What follows belongs to an exercise in optimizing a design on an open flow for small area, a short achievable clock period and few clock cycles per item; a production flow would make more cautious choices. RTL that was checked went through simulation tests only; none was proved equivalent to the original. No activity file was given, so power comes from the tool's default toggle rates.

== trial 15 ==
==> flow/design.v <==
module multicycle_processor #(
    parameter int                DATA_W   = 32,
    parameter int                NUM_REGS = 16,
    parameter int                ADDR_W   = 32,
    parameter logic [ADDR_W-1:0] RESET_PC = '0
) (
    input  logic                   clk,
    input  logic                   reset,
    output logic                   imem_req,
    output logic [ADDR_W-1:0]      imem_addr,
    input  logic                   imem_ack,
    input  logic [31:0]            imem_rdata,
    output logic                   dmem_req,
    output logic                   dmem_we,
    output logic [ADDR_W-1:0]      dmem_addr,
    output logic [DATA_W-1:0]      dmem_wdata,
    input  logic                   dmem_ack,
    input  logic [DATA_W-1:0]      dmem_rdata,
    output logic                   retire,
    output logic                   halted
);
    typedef logic [DATA_W-1:0] word_t;
    logic              ireq_q, ireq_d;         
    logic [ADDR_W-1:0] fa_q, fa_d;             
    logic              retire_q, retire_d;
    logic              halted_q, halted_d;
    logic              z_q, z_d, n_q, n_d;
    logic              ev_q, ev_d;
    logic [31:0]       ir_q, ir_d;
    logic [3:0]        ra_q, ra_d;             
    logic [3:0]        rb_q, rb_d;             
    logic [15:0]       sa_q, sb_q;             
    logic [15:0]       rv_n;
    logic              pz_q, pz_d;             
    logic              ze_q, ze_d;             
    logic              pred_q, pred_d;         
    logic              xv_q, xv_d;
    logic              xalu_q, xld_q, xst_q, xwen_q;
    logic [1:0]        xarg_q;
    logic [3:0]        xwi_q;
    word_t             xa_q, xa_d, xb_q, xb_d;
    word_t             regs_q [16];
    logic [15:0]       rv_q;
    word_t  sum, alu_res, x_val;
    logic   z_alu, n_alu, x_mem, x_done, x_free, x_wr;
    always_comb begin
        sum = xa_q + (xarg_q[0] ? ~xb_q : xb_q) + word_t'(xarg_q[0]);
        unique case (xarg_q)
            2'b00, 2'b01: alu_res = sum;
            2'b10:        alu_res = xa_q & xb_q;
            default:      alu_res = xa_q | xb_q;
        endcase
        unique case (xarg_q)
            2'b00:   z_alu = ((xa_q ^ xb_q) == {(xa_q[DATA_W-2:0] | xb_q[DATA_W-2:0]), 1'b0});
            2'b01:   z_alu = (xa_q == xb_q);
            2'b10:   z_alu = ((xa_q & xb_q) == '0);
            default: z_alu = ((xa_q | xb_q) == '0);
        endcase
        n_alu = alu_res[DATA_W-1];
        x_mem  = xld_q || xst_q;
        x_done = !x_mem || dmem_ack;
        x_free = !xv_q || x_done;
        x_wr   = xv_q && x_done && xwen_q;
        x_val  = xalu_q ? alu_res : (xld_q ? dmem_rdata : xa_q);
    end
    logic [1:0]  e_op, e_arg;
    logic [3:0]  e_f;
    logic        e_alu, e_jmp, e_halt, e_limm, e_ld, e_st;
    word_t       rA_raw, rB_raw, rA, rB_sh, imm_w;
    logic        fwdA, fwdB, stall_sh, zf, nf, taken, redirect, e_go, e_free;
    logic        fetch_free, accept, halt_go;
    logic [ADDR_W-1:0] target, raddr, fa_inc, faddr;
    logic        w_pred, w_lfwd, zF_ok, zF, nF_ok, w_taken, zE, zE_ok, pred_e;
    word_t       zA, zB;
    assign e_op   = ir_q[31:30];
    assign e_arg  = ir_q[29:28];
    assign e_f    = ir_q[27:24];
    assign e_alu  = (e_op == 2'b11);
    assign e_jmp  = (e_op == 2'b10);
    assign e_halt = (e_op == 2'b01);
    assign e_limm = (e_op == 2'b00) && (e_arg == 2'b01);
    assign e_ld   = (e_op == 2'b00) && (e_arg == 2'b00);
    assign e_st   = (e_op == 2'b00) && (e_arg == 2'b10);
    assign imm_w  = DATA_W'(ir_q[23:0]);
    always_comb begin
        rA_raw = '0;
        rB_raw = '0;
        for (int i = 0; i < 16; i++) begin
            if (sa_q[i]) rA_raw = rA_raw | regs_q[i];
            if (sb_q[i]) rB_raw = rB_raw | regs_q[i];
        end
        fwdA     = xv_q && xwen_q && (xwi_q == ra_q);
        fwdB     = xv_q && xwen_q && (xwi_q == rb_q);
        rA       = fwdA ? x_val : rA_raw;
        rB_sh    = rB_raw << (e_alu ? e_f : 4'd0);
        stall_sh = (fwdB && e_alu && (e_f != 4'd0)) ||
                   (fwdA && xalu_q && e_jmp && !e_f[0] && !pred_q);
        xa_d     = e_limm ? imm_w : rA;
        xb_d     = fwdB ? x_val : rB_sh;
        zf = (xv_q && xalu_q) ? z_alu : z_q;
        nf = (xv_q && xalu_q) ? n_alu : n_q;
        unique case (e_arg)
            2'b00:   taken = 1'b1;
            2'b01:   taken = zf;
            2'b10:   taken = ~zf;
            default: taken = nf;
        endcase
        target   = e_f[0] ? ADDR_W'(ir_q[23:0]) :
                   ADDR_W'(fwdA ? (xld_q ? dmem_rdata : xa_q) : rA_raw);
        pred_e   = pz_q ? (ze_q ^ ir_q[29]) : pred_q;
        redirect = e_jmp && (taken != pred_e);
        raddr    = pred_e ? fa_q : target;
        fetch_free = !imem_req || imem_ack;
        e_go    = ev_q && !e_halt && x_free && !stall_sh && (!e_jmp || fetch_free);
        halt_go = ev_q && e_halt && x_free;
        e_free  = !ev_q || e_go;
        accept  = imem_req && imem_ack && e_free && !(e_go && redirect);
        faddr   = (ev_q && e_jmp && pred_e) ? ADDR_W'(ir_q[23:0]) : fa_q;
        fa_inc  = faddr + ADDR_W'(1);
        w_lfwd  = (imem_rdata[31:30] == 2'b10) && !imem_rdata[24] &&
                  ev_q && e_limm && (imem_rdata[19:16] == e_f);
        zA = fwdA ? (xld_q ? dmem_rdata : xa_q) : rA_raw;
        zB = fwdB ? (xld_q ? dmem_rdata : xa_q) : rB_raw;
        unique case (e_arg)
            2'b00:   zE = ((zA ^ zB) == {(zA[DATA_W-2:0] | zB[DATA_W-2:0]), 1'b0});
            2'b01:   zE = (zA == zB);
            2'b10:   zE = ((zA & zB) == '0);
            default: zE = ((zA | zB) == '0);
        endcase
        zE_ok = ev_q && e_alu && (e_f == 4'd0) && !(xalu_q && (fwdA || fwdB));
        zF_ok = !(ev_q && e_alu);
        zF    = zf;
        nF_ok = !(ev_q && e_alu) && !(xv_q && xalu_q);
        unique case (imem_rdata[29:28])
            2'b00:   w_taken = 1'b1;
            2'b01:   w_taken = zF_ok ? zF : 1'b1;
            2'b10:   w_taken = zF_ok ? ~zF : 1'b1;
            default: w_taken = nF_ok ? n_q : 1'b0;
        endcase
        w_pred  = (imem_rdata[31:30] == 2'b10) && (imem_rdata[24] || w_lfwd) && w_taken;
    end
    always_comb begin
        fa_d     = fa_q;
        ev_d     = ev_q;
        ir_d     = ir_q;
        ra_d     = ra_q;
        rb_d     = rb_q;
        pred_d   = pred_q;
        pz_d     = pz_q;
        ze_d     = ze_q;
        xv_d     = xv_q;
        halted_d = halted_q || halt_go;
        retire_d = xv_q && x_done;
        z_d      = z_q;
        n_d      = n_q;
        if (xv_q && xalu_q) begin
            z_d = z_alu;
            n_d = n_alu;
        end
        if (e_go && redirect) begin
            fa_d = raddr;
            ev_d = 1'b0;
        end else if (accept) begin
            ev_d   = 1'b1;
            fa_d   = fa_inc;
            pred_d = w_pred;
            pz_d   = (imem_rdata[31:30] == 2'b10) && (imem_rdata[24] || w_lfwd) &&
                     (imem_rdata[29] != imem_rdata[28]) && zE_ok;
            ze_d   = zE;
        end else if (e_go || halt_go) begin
            ev_d = 1'b0;
        end
        if (imem_ack && e_free) begin
            ir_d  = w_lfwd ? {imem_rdata[31:25], 1'b1, ir_q[23:0]} : imem_rdata;
            ra_d  = (imem_rdata[31:30] == 2'b11) ? imem_rdata[11:8] : imem_rdata[19:16];
            rb_d  = (imem_rdata[31:30] == 2'b11) ? imem_rdata[3:0]  : imem_rdata[27:24];
        end
        ireq_d = !halted_d && !(ev_d && ir_d[31:30] == 2'b01);
        rv_n = rv_q;
        if (x_wr) rv_n[xwi_q] = 1'b1;
        if (e_go)        xv_d = 1'b1;
        else if (x_done) xv_d = 1'b0;
    end
    always_ff @(posedge clk) begin
        ir_q   <= ir_d;
        ra_q   <= ra_d;
        rb_q   <= rb_d;
        pred_q <= pred_d;
        pz_q   <= pz_d;
        ze_q   <= ze_d;
        for (int i = 0; i < 16; i++) begin
            sa_q[i] <= (ra_d == 4'(i)) && rv_n[i];
            sb_q[i] <= (rb_d == 4'(i)) && rv_n[i];
        end
    end
    always_ff @(posedge clk) begin
        if (e_go) begin
            xalu_q <= e_alu;
            xld_q  <= e_ld;
            xst_q  <= e_st;
            xwen_q <= e_alu || e_ld || e_limm || (e_op == 2'b00 && e_arg == 2'b11);
            xwi_q  <= e_alu ? ir_q[19:16] : e_f;
            xarg_q <= e_arg;
            xa_q   <= xa_d;
            xb_q   <= xb_d;
        end
        for (int i = 0; i < 16; i++)
            if (x_wr && xwi_q == 4'(i)) regs_q[i] <= x_val;
    end
    always_ff @(posedge clk or negedge reset) begin
        if (!reset) begin
            ireq_q   <= 1'b0;
            fa_q     <= RESET_PC;
            retire_q <= 1'b0;
            halted_q <= 1'b0;
            z_q      <= 1'b0;
            n_q      <= 1'b0;
            ev_q     <= 1'b0;
            xv_q     <= 1'b0;
            rv_q     <= '0;
        end else begin
            ireq_q   <= ireq_d;
            fa_q     <= fa_d;
            retire_q <= retire_d;
            halted_q <= halted_d;
            z_q      <= z_d;
            n_q      <= n_d;
            ev_q     <= ev_d;
            xv_q     <= xv_d;
            if (x_wr) rv_q[xwi_q] <= 1'b1;
        end
    end
    assign imem_req   = ireq_q;
    assign imem_addr  = faddr;
    assign dmem_req   = xv_q && x_mem;
    assign dmem_we    = xst_q;
    assign dmem_addr  = ADDR_W'(xa_q);
    assign dmem_wdata = xb_q;
    assign retire     = retire_q;
    assign halted     = halted_q;
endmodule
==> flow/config.mk <==
export PLATFORM = sky130hd
export DESIGN_NAME = multicycle_processor
export DESIGN_NICKNAME = multicycle_processor
export VERILOG_FILES = /design/flow/design.v
export SDC_FILE = /design/flow/constraint.sdc
export NUM_CORES = 4
export LEC_CHECK = 0
export ABC_CLOCK_PERIOD_IN_PS = 3500
export CAP_MARGIN = 20
export CORE_MARGIN = 2
export CORE_UTILIZATION = 35
export SETUP_SLACK_MARGIN = 5
export SLEW_MARGIN = 20
==> flow/constraint.sdc <==
create_clock -name core_clock -period 9.0 [get_ports {clk}]
set_input_delay 1.8000 -clock core_clock [delete_from_list [all_inputs] [get_ports {clk}]]
set_output_delay 1.8000 -clock core_clock [all_outputs]
set_load 0.01 [all_outputs]
standard.sh (not shown) runs the stock make flow with config.mk's settings and CLKGATE_MAP_FILE= SYNTH_SCRIPT=/design/flow/synth_recipe.tcl, a recipe that flattens the netlist after the stock synthesis.
==> flow/flow/run.sh <==
#!/bin/bash
# The standard layout (standard.sh, all steps, the standard synthesis
# unchanged), except that the ports are buffered with the smallest buffer
# instead of the one buffer_ports picks by itself; timing repair resizes them
# where a path needs it.
set -euo pipefail
bash standard.sh "BUFFER_PORTS_ARGS=-buffer_cell sky130_fd_sc_hd__buf_1" finish > standard_flow.log 2>&1
Trial 15: full flow OK, the timing, design-rule and antenna checks passed
Relative to trial 15, the following input files were edited for build 61:
--- a/flow/design.v
+++ b/flow/design.v
@@ -31,9 +31,11 @@
     logic [3:0]        rb_q, rb_d;             
     logic [15:0]       sa_q, sb_q;             
     logic [15:0]       rv_n;
     logic              pz_q, pz_d;             
-    logic              ze_q, ze_d;             
+    logic              zt_q, zt_d;             
+    logic              sa_j_q, sa_j_d;         
+    logic              sb_j_q, sb_j_d;         
     logic              pred_q, pred_d;         
     logic              xv_q, xv_d;
     logic              xalu_q, xld_q, xst_q, xwen_q;
     logic [1:0]        xarg_q;
@@ -70,9 +72,8 @@
     logic        fwdA, fwdB, stall_sh, zf, nf, taken, redirect, e_go, e_free;
     logic        fetch_free, accept, halt_go;
     logic [ADDR_W-1:0] target, raddr, fa_inc, faddr;
     logic        w_pred, w_lfwd, zF_ok, zF, nF_ok, w_taken, zE, zE_ok, pred_e;
-    word_t       zA, zB;
     assign e_op   = ir_q[31:30];
     assign e_arg  = ir_q[29:28];
     assign e_f    = ir_q[27:24];
     assign e_alu  = (e_op == 2'b11);
@@ -106,29 +107,23 @@
             default: taken = nf;
         endcase
         target   = e_f[0] ? ADDR_W'(ir_q[23:0]) :
                    ADDR_W'(fwdA ? (xld_q ? dmem_rdata : xa_q) : rA_raw);
-        pred_e   = pz_q ? (ze_q ^ ir_q[29]) : pred_q;
+        pred_e   = pz_q ? zt_q : pred_q;
         redirect = e_jmp && (taken != pred_e);
         raddr    = pred_e ? fa_q : target;
         fetch_free = !imem_req || imem_ack;
         e_go    = ev_q && !e_halt && x_free && !stall_sh && (!e_jmp || fetch_free);
         halt_go = ev_q && e_halt && x_free;
         e_free  = !ev_q || e_go;
         accept  = imem_req && imem_ack && e_free && !(e_go && redirect);
-        faddr   = (ev_q && e_jmp && pred_e) ? ADDR_W'(ir_q[23:0]) : fa_q;
+        faddr   = (sa_j_q || (sb_j_q && zt_q)) ? ADDR_W'(ir_q[23:0]) : fa_q;
         fa_inc  = faddr + ADDR_W'(1);
         w_lfwd  = (imem_rdata[31:30] == 2'b10) && !imem_rdata[24] &&
                   ev_q && e_limm && (imem_rdata[19:16] == e_f);
-        zA = fwdA ? (xld_q ? dmem_rdata : xa_q) : rA_raw;
-        zB = fwdB ? (xld_q ? dmem_rdata : xa_q) : rB_raw;
-        unique case (e_arg)
-            2'b00:   zE = ((zA ^ zB) == {(zA[DATA_W-2:0] | zB[DATA_W-2:0]), 1'b0});
-            2'b01:   zE = (zA == zB);
-            2'b10:   zE = ((zA & zB) == '0);
-            default: zE = ((zA | zB) == '0);
-        endcase
-        zE_ok = ev_q && e_alu && (e_f == 4'd0) && !(xalu_q && (fwdA || fwdB));
+        zE    = fwdB ? (rA_raw == xa_q) : (rA_raw == rB_raw);
+        zE_ok = ev_q && e_alu && (e_arg == 2'b01) && (e_f == 4'd0) && !fwdA &&
+                !(fwdB && (xalu_q || xld_q));
         zF_ok = !(ev_q && e_alu);
         zF    = zf;
         nF_ok = !(ev_q && e_alu) && !(xv_q && xalu_q);
         unique case (imem_rdata[29:28])
@@ -146,9 +141,11 @@
         ra_d     = ra_q;
         rb_d     = rb_q;
         pred_d   = pred_q;
         pz_d     = pz_q;
-        ze_d     = ze_q;
+        zt_d     = zt_q;
+        sa_j_d   = sa_j_q;
+        sb_j_d   = sb_j_q;
         xv_d     = xv_q;
         halted_d = halted_q || halt_go;
         retire_d = xv_q && x_done;
         z_d      = z_q;
@@ -157,19 +154,25 @@
             z_d = z_alu;
             n_d = n_alu;
         end
         if (e_go && redirect) begin
-            fa_d = raddr;
-            ev_d = 1'b0;
+            fa_d   = raddr;
+            ev_d   = 1'b0;
+            sa_j_d = 1'b0;
+            sb_j_d = 1'b0;
         end else if (accept) begin
             ev_d   = 1'b1;
             fa_d   = fa_inc;
             pred_d = w_pred;
             pz_d   = (imem_rdata[31:30] == 2'b10) && (imem_rdata[24] || w_lfwd) &&
                      (imem_rdata[29] != imem_rdata[28]) && zE_ok;
-            ze_d   = zE;
+            zt_d   = zE ^ imem_rdata[29];
+            sa_j_d = w_pred && !pz_d;
+            sb_j_d = pz_d;
         end else if (e_go || halt_go) begin
-            ev_d = 1'b0;
+            ev_d   = 1'b0;
+            sa_j_d = 1'b0;
+            sb_j_d = 1'b0;
         end
         if (imem_ack && e_free) begin
             ir_d  = w_lfwd ? {imem_rdata[31:25], 1'b1, ir_q[23:0]} : imem_rdata;
             ra_d  = (imem_rdata[31:30] == 2'b11) ? imem_rdata[11:8] : imem_rdata[19:16];
@@ -186,9 +189,9 @@
         ra_q   <= ra_d;
         rb_q   <= rb_d;
         pred_q <= pred_d;
         pz_q   <= pz_d;
-        ze_q   <= ze_d;
+        zt_q   <= zt_d;
         for (int i = 0; i < 16; i++) begin
             sa_q[i] <= (ra_d == 4'(i)) && rv_n[i];
             sb_q[i] <= (rb_d == 4'(i)) && rv_n[i];
         end
@@ -215,8 +218,10 @@
             halted_q <= 1'b0;
             z_q      <= 1'b0;
             n_q      <= 1'b0;
             ev_q     <= 1'b0;
+            sa_j_q   <= 1'b0;
+            sb_j_q   <= 1'b0;
             xv_q     <= 1'b0;
             rv_q     <= '0;
         end else begin
             ireq_q   <= ireq_d;
@@ -225,8 +230,10 @@
             halted_q <= halted_d;
             z_q      <= z_d;
             n_q      <= n_d;
             ev_q     <= ev_d;
+            sa_j_q   <= sa_j_d;
+            sb_j_q   <= sb_j_d;
             xv_q     <= xv_d;
             if (x_wr) rv_q[xwi_q] <= 1'b1;
         end
     end
Build 61 vs trial 15 on die span in x: build 61 is the lower one. For the largest fanout on the critical path, build 61 came in 9 higher than trial 15 did. Comparing build 61 and trial 15, the lower area after synthesis was measured on build 61. Higher wire length goes to trial 15 over build 61. Compare build 61 and trial 15 | overall power consumption lower: build 61.
Testbench counts of build 61, summed over its fixed seeds: cycles 73,517, instructions 72,675.
For trial 15, only the layout was checked, not whether the RTL still works.

[separate check: timing with driven ports]
No port has a modelled driver above. Below, the same layouts with a new extraction and two added sets of constraints.
Step 1 (the two cells are an assumption about what drives the block):
set clk [get_ports {clk}]
set_driving_cell -lib_cell sky130_fd_sc_hd__clkbuf_16 $clk
set_driving_cell -lib_cell sky130_fd_sc_hd__buf_2 [delete_from_list [all_inputs] $clk]
Step 2 moves the port delays by t, midway between the first and last clock arrival at a register: inputs arrive t later, outputs are due t later. That takes back most of the time a late clock gives input paths.
Slacks: no drivers / after step 1 / after step 2; pairs: no drivers / after step 1.
| run | shift t [ns] | slack for setup (ns) | worst setup path at the end | slew at the worst register clock pin (ns) |
|---|---|---|---|---|
| trial 15 | 0.718 | 4.775 / 4.707 / 4.377 | input to register | 0.07 / 0.07 |
| build 61 | 0.713 | 4.936 / 4.936 / 4.557 | input to register | 0.07 / 0.07 |
After both steps every run listed still meets setup and hold. For trial 15, which loses most, drivers alone change the setup slack by -0.068 ns; drivers and shift together by -0.398 ns.
